What follows belongs to an exercise in optimizing a design on an open flow for small area; a production flow would make more cautious choices.
Function was checked by simulation only, so behaviour that the tests miss may differ from the original.
No activity file was given, so power comes from the tool's default toggle rates.

`config.mk`:
```
export PLATFORM = sky130hd
export DESIGN_NAME = mode7_stepper
export DESIGN_NICKNAME = mode7_stepper
export VERILOG_FILES = /design/flow/design.v
export SDC_FILE = /design/flow/constraint.sdc
export NUM_CORES = 4
export LEC_CHECK = 0
export CAP_MARGIN = 20
export CORE_MARGIN = 2
export CORE_UTILIZATION = 40
export SLEW_MARGIN = 20
```
`constraint.sdc`:
```
create_clock -name core_clock -period 14.0 [get_ports {clk}]
set_input_delay 2.8000 -clock core_clock [delete_from_list [all_inputs] [get_ports {clk}]]
set_output_delay 2.8000 -clock core_clock [all_outputs]
set_load 0.01 [all_outputs]
```
`design.v`:
```
module mode7_stepper #(
  parameter int HACT = 640,
  parameter int VACT = 480,
  parameter int VTOT = 525
) (
  input  logic        clk,
  input  logic        reset,
  input  logic        p_tick,
  input  logic        video_on,
  input  logic [9:0]  pixel_x,
  input  logic [9:0]  pixel_y,
  input  logic [15:0] originx,
  input  logic [15:0] originy,
  input  logic [15:0] offsetx,
  input  logic [15:0] offsety,
  input  logic [23:0] scalex,
  input  logic [23:0] scaley,
  input  logic [8:0]  angle,
  input  logic [15:0] tex_mask,
  output logic [8:0]  rom_addr,
  input  logic [15:0] rom_cos,
  input  logic [15:0] rom_sin,
  output logic [15:0] tex_u,
  output logic [15:0] tex_v,
  output logic        tex_valid
);
  localparam logic [9:0] X_END  = 10'(HACT);
  localparam logic [9:0] Y_ACT  = 10'(VACT);
  localparam logic [9:0] Y_LAST = 10'(VTOT - 1);
  typedef enum logic [1:0] {IDLE, FD, FS, LINE} mode_t;
  logic        ld, line_end, present;
  logic [9:0]  ny;
  assign ld       = p_tick && (pixel_x == '0) && (pixel_y == Y_ACT);
  assign line_end = p_tick && (pixel_x == X_END);
  assign ny       = (pixel_y == Y_LAST) ? 10'd0 : pixel_y + 10'd1;
  logic [8:0]  ra;
  logic [15:0] mask, ox, oy, offx, offy;
  assign rom_addr = ra;
  always_ff @(posedge clk or negedge reset) begin
    if (!reset) begin
      ra   <= '0;
      mask <= 16'hFFFF;
      ox   <= '0;
      oy   <= '0;
      offx <= '0;
      offy <= '0;
    end else if (ld) begin
      ra   <= angle;
      mask <= tex_mask;
      ox   <= originx;
      oy   <= originy;
      offx <= offsetx;
      offy <= offsety;
    end
  end
  mode_t      mode;
  logic [5:0] k;
  logic [1:0] ph;
  logic       fin, armed;
  logic [9:0] yl;
  assign present = p_tick && video_on && armed;
  always_ff @(posedge clk or negedge reset) begin
    if (!reset) begin
      mode  <= IDLE;
      k     <= '0;
      ph    <= '0;
      fin   <= 1'b0;
      armed <= 1'b0;
    end else begin
      if (line_end) armed <= (ny < Y_ACT);
      if (ld) begin
        mode <= FD;
        k    <= 6'd37;
        ph   <= '0;
        fin  <= 1'b0;
      end else if (line_end && (ny < Y_ACT)) begin
        mode <= LINE;
        k    <= 6'd37;
        ph   <= '0;
        fin  <= 1'b0;
      end else if (mode != IDLE) begin
        if (!fin) begin
          if (ph == 2'd3 || (ph == 2'd2 && k >= 6'd10)) begin
            ph <= '0;
            if (k == '0) begin
              fin <= 1'b1;
              ph  <= 2'd1;
            end
            k <= k - 6'd1;
          end else begin
            ph <= ph + 2'd1;
          end
        end else begin
          ph <= ph + 2'd1;
          if (ph == 2'd3) begin
            fin  <= 1'b0;
            k    <= 6'd37;
            mode <= (mode == FD) ? FS : IDLE;
          end
        end
      end
    end
  end
  always_ff @(posedge clk) begin
    if (line_end) yl <= ny;
  end
  logic [3:0] kc;
  logic [3:0] ko;
  logic       cosb, sinb, oxb, oyb, ylb, offxb, offyb;
  assign kc    = (k >= 6'd15) ? 4'd15 : k[3:0];
  assign ko    = 4'(k - 6'd22);
  assign cosb  = rom_cos[kc];
  assign sinb  = rom_sin[kc];
  assign oxb   = (k < 6'd16) && ox[k[3:0]];
  assign oyb   = (k < 6'd16) && oy[k[3:0]];
  assign ylb   = (k < 6'd10) && yl[k[3:0]];
  assign offxb = (k >= 6'd22) && offx[ko];
  assign offyb = (k >= 6'd22) && offy[ko];
  logic       line, run;
  logic       selA, cinu, cinv;
  logic       selDu, selDv, selSu, selSv;
  assign line = (mode == LINE);
  assign run  = (mode != IDLE);
  always_comb begin
    selA  = 1'b0;
    cinu  = 1'b0;
    cinv  = 1'b0;
    selDu = present;
    selDv = present;
    selSu = 1'b0;
    selSv = 1'b0;
    if (run && !fin) begin
      case (ph)
        2'd0: begin
          selA = 1'b1;
          cinu = line && offxb;
          cinv = line && offyb;
        end
        2'd1: begin
          selDu = line && !oxb;
          selDv = line && !oxb;
        end
        2'd2: begin
          selSu = line ? !oyb : (mode == FD) ? cosb : !sinb;
          selSv = line ? !oyb : (mode == FD) ? sinb : cosb;
        end
        default: begin
          selSu = line && ylb;
          selSv = line && ylb;
        end
      endcase
    end else if (run && fin) begin
      case (ph)
        2'd1: begin
          selDu = line;
          selDv = line;
        end
        2'd2: begin
          selSu = line || (mode == FS);
          selSv = line;
        end
        default: ;
      endcase
    end
  end
  logic [37:0] A, B, Du, Dv, Su, Sv;
  logic [37:0] xu, xv;
  assign xu = ({38{selA}} & A) | ({38{selDu}} & Du) | ({38{selSu}} & Su);
  assign xv = ({38{selA}} & B) | ({38{selDv}} & Dv) | ({38{selSv}} & Sv);
  always_ff @(posedge clk) begin
    A <= A + xu + 38'(cinu);
    B <= B + xv + 38'(cinv);
  end
  logic wb;
  assign wb = run && fin && (ph == 2'd3);
  always_ff @(posedge clk or negedge reset) begin
    if (!reset) begin
      Du <= 38'd1 << 22;
      Su <= '0;
      Dv <= '0;
      Sv <= 38'd1 << 22;
    end else begin
      if (ld) begin
        Su <= 38'(scalex);
        Sv <= 38'(scaley);
      end else if (wb && mode == FS) begin
        Su <= A;
        Sv <= B;
      end
      if (wb && mode == FD) begin
        Du <= A;
        Dv <= B;
      end
    end
  end
  always_ff @(posedge clk or negedge reset) begin
    if (!reset) begin
      tex_u     <= '0;
      tex_v     <= '0;
      tex_valid <= 1'b0;
    end else begin
      tex_valid <= present;
      if (present) begin
        tex_u <= A[37:22] & mask;
        tex_v <= B[37:22] & mask;
      end
    end
  end
endmodule
```
`run.sh`:
```
#!/bin/bash
# synth_recipe.tcl (not shown) runs the flow's synth.tcl, then flattens the netlist and writes it again
# the make line also repeats each setting of config.mk as NAME=value (left out here)
make -C /OpenROAD-flow-scripts/flow DESIGN_CONFIG=/design/flow/config.mk WORK_HOME=/design/flow/orfs CLKGATE_MAP_FILE= SYNTH_SCRIPT=/design/flow/synth_recipe.tcl finish
```
==> impl_metrics.env <==
export IMPL_drtIter0Drc=860
export IMPL_start_util=0.407
export IMPL_grt_pass1_vias=15153
export IMPL_crit_slowest_cell="o41ai_2"
export IMPL_path_cells="clkdlybuf4s50_1, nand3_2, buf_4, a21oi_1, a31oi_1, a41oi_4, buf_4, buf_4, a222oi_1, inv_1, fa_1, fa_1, a211oi_1, nor2_1, o41ai_2, o21ai_1, a21boi_1, o21a_1, o2111ai_1, a21o_1, a21oi_1, xnor2_1"
export IMPL_leakage_nw=11.4
export IMPL_portBuffers=234
export IMPL_cts_resized=0
export IMPL_end_kind="register"
export IMPL_synth_fa_ha_area_frac=0.0587
export IMPL_synthSimpleGateAreaFrac=0.0929
export IMPL_slew_headroom=0.340
export IMPL_clk_latency_ps=570
export IMPL_avgSynthCellArea_um2=10.5
export IMPL_crit_top_cell="buf_4"
export IMPL_critical_path_class="input pin to register"
export IMPL_rsz0062_at_grt="false"
export IMPL_cts_hold_buf=0
export IMPL_dpl_hpwl_um=33000
export IMPL_area_growth_pct=21.9
export IMPL_finalCriticalPeriod_ps=8200
export IMPL_start_kind="input pin"
export IMPL_period_share=0.586
export IMPL_grt_util_met3=0.0478
export IMPL_cts_sinks=372
export IMPL_startpoint="p_tick"
export IMPL_met1_usage=0.245
export IMPL_final_hold_violation_count=0
export IMPL_layout_cells_non_filler=2702
export IMPL_post_place_ws_ps=5210
export IMPL_worst_pin_slew_ps=991
export IMPL_max_freq_mhz=122
export IMPL_worst_ep_arrival_time_ps=8690
export IMPL_synthDistinctLibCells=80
export IMPL_core_area_um2=47800
export IMPL_first_pass_iters=8
export IMPL_path_clk_slew_ps=60
export IMPL_grt_first_pass_wirelength_um=78700
export IMPL_cpLargestDelayFamily="compound AO/OA/AOI/OAI gates"
export IMPL_synth_edf_count=10
export IMPL_cp_max_fo=66
export IMPL_setup_ws_ps=5800
export IMPL_rows=80
export IMPL_post_drt_wl_per_cell_um=17.8
export IMPL_maxCapViolations=0
export IMPL_syn_inst=1855
export IMPL_grtUsageMet2=0.328
export IMPL_p_per_area_nw_per_um2=96.9
export IMPL_status="timing/DRC/antenna clean"
export IMPL_syn_nets=2137
export IMPL_numCtsBuffers=42
export IMPL_final_common_cell="dfrtp_1"
export IMPL_worstPathRequired_ps=14500
export IMPL_path_buf_inv=5
export IMPL_min_from="tex_v[12]"
export IMPL_syn_area_um2=19500
export IMPL_finalClockSkew_ps=12.7
export IMPL_dr_total_vias=14626
export IMPL_yosysWarnings=1
export IMPL_route_detailed_drc=0
export IMPL_cts_max_path_buffers=3
export IMPL_finalSetupViolCount=0
export IMPL_async_flop_share=0.769
export IMPL_utilization=0.496
export IMPL_muxShareOfSynthArea=0.155
export IMPL_cts_root_buf="clkbuf_16"
export IMPL_maxSlewViolCount=0
export IMPL_r2r_start="k[0]"
export IMPL_grt_max_degree=161
export IMPL_routed_wl_um=48200
export IMPL_dpl_cell_count=2622
export IMPL_nets=2334
export IMPL_overflow=0
export IMPL_gp_congestion=0.852
export IMPL_cpPeakStageDelay_ps=500
export IMPL_io_pin_count=235
export IMPL_grt_total_usage=0.193
export IMPL_synth_ff_type="dfrtp_1"
export IMPL_synth_compound_area_frac=0.157
export IMPL_die_x_um=225
export IMPL_drive_above_1_share=0.153
export IMPL_cts_max_level=2
export IMPL_final_cell_mix="dfrtp_1 (267), clkdlybuf4s50_1 (233), nand2_1 (224)"
export IMPL_die_area_um2=50500
export IMPL_via_per_inst=5.41
export IMPL_finalSetupTns_ps=0
export IMPL_post_cts_buffers=0
export IMPL_antenna_found_initial=4
export IMPL_synth_seq_cells=372
export IMPL_ys_seq_area_frac=0.462
export IMPL_ir_worst_vdd_mv=0.0741
export IMPL_die_height_um=225
export IMPL_cts_tree="done"
export IMPL_grt_busiest_layer="met2"
export IMPL_antenna_left=0
export IMPL_synth_xor_xnor_area_share=0.0324
export IMPL_synth_top_family_by_area="compound AO/OA/AOI/OAI gates"
export IMPL_hold_path_class="register to register"
==> stage by stage <==
step	hold slack, ps	total power [W]	cell area (um2)
global placement	464	0.00124	22400
detailed placement	472	0.00124	22400
global route	507	0.00239	23700
finish	480	0.00230	23700
floorplan	457	0.00115	19500
CTS	485	0.00234	23700
==> final cells by class <==
type / instances / area (um2)
Fill cell: 4416 / 24100
Multi-Input combinational cell: 1281 / 9720
Sequential cell: 372 / 9000
Timing Repair Buffer: 249 / 2490
Clock buffer: 63 / 1230
Tap cell: 615 / 769
Inverter: 106 / 398
Clock inverter: 14 / 116
Antenna cell: 2 / 5.00
==> Yosys cell counts, drive strengths merged (5+ instances only) <==
master | n | area [um2]
o21a | 11 | 82.6
and3 | 9 | 56.3
dfrtp | 268 | 6710
xor2 | 29 | 254
nand4 | 8 | 50.1
a21oi | 98 | 490
nand2 | 224 | 841
a31oi | 15 | 93.8
nor2 | 58 | 218
o21ai | 158 | 791
nand3 | 25 | 143
ha | 85 | 1060
a222oi | 38 | 380
nor3 | 24 | 148
a21o | 32 | 241
and2 | 8 | 51.3
a21boi | 7 | 52.6
dfxtp | 76 | 1520
xnor2 | 43 | 377
a211oi | 8 | 60.1
buf | 39 | 196
dfstp | 18 | 473
o211ai | 5 | 37.5
edfxtp | 10 | 300
o21bai | 20 | 161
mux2i | 59 | 591
clkbuf | 57 | 214
mux2 | 170 | 1920
nand2b | 14 | 87.6
inv | 106 | 398
nor2b | 10 | 62.6
a22oi | 39 | 293
mux4 | 23 | 518
==> tightest hold or removal path: stages, from the launching register on <==
cell and delay [ps]:
dfrtp_1 340, nand2_1 40, o21ai_0 60
==> power by group <==
part           leakage, nW  internal (W)  total [W]  switching [W]
Clock                0.669      0.000629    0.00108       0.000451
Sequential            4.23       0.00109    0.00110      0.0000112
Combinational         6.49     0.0000695   0.000123      0.0000532
==> path summary, 6_finish.rpt <==
kind / slack [ps] / depth (start not counted) / end
setup reg to reg: 7360 / 22 / A[36]
hold reg to reg: 480 / 2 / tex_v[12]
min in group asynchronous: 2230 / 1 / Su[14]
hold / removal: 480 / 2 / tex_v[12]
setup / recovery: 5800 / 22 / A[36]
max in group asynchronous: 10330 / 2 / ra[7]
==> sequential cells by signal, indices dropped and copies added, names as in the netlist, 2 cells and up <==
register and cells:
A 38, B 38, Du 38, Dv 38, Su 38, Sv 38
mask 16, offx 16, offy 16, ox 16, oy 16, tex_u 16
tex_v 16, yl 10, ra 9, k 6, mode 2, ph 2
==> routing by layer <==
metal | vias up | routed length, um | part of all wire
li1 | 7077 | - | -
met4 | 4 | 801 | 0.017
met1 | 7159 | 21600 | 0.45
met2 | 322 | 22700 | 0.47
met3 | 64 | 3090 | 0.064
met5 | - | 31 | 0.00064
==> cell families (layout without fill, tap and decap cells) <==
| logic type | count (synthesis) | after routing |
|---|---|---|
| flip-flops | 372 | 372 |
| other | 0 | 2 |
| multiplexers | 252 | 252 |
| XOR/XNOR | 72 | 72 |
| adder cells (fa/ha/maj) | 89 | 89 |
| AO/OA/AOI/OAI | 468 | 468 |
| buffers and inverters | 202 | 432 |
| AND/OR/NAND/NOR | 400 | 400 |

==> static timing again, ports no longer ideal <==
In the flow no input, the clock included, has a driving cell. The finished layout below was timed again as built, in two steps.
Step 1: set_driving_cell puts a clkbuf_16 on clk and a buf_2 on each other input, an assumption about the parent block.
Step 2 moves the port delays by t, midway between the first and last clock arrival at a register: inputs arrive t later, outputs are due t later. That takes back most of the time a late clock gives input paths.
Three values: no drivers, after step 1, after step 2; two values: the first two.
shift t [ns]: 0.619
setup slack, ns: 5.803 / 5.838 / 5.220
worst data-port slew with drivers (ns): 0.08
After both steps setup and hold are still met in this run. The setup slack of this run moves by +0.035 ns with the drivers and by -0.583 ns with both steps.
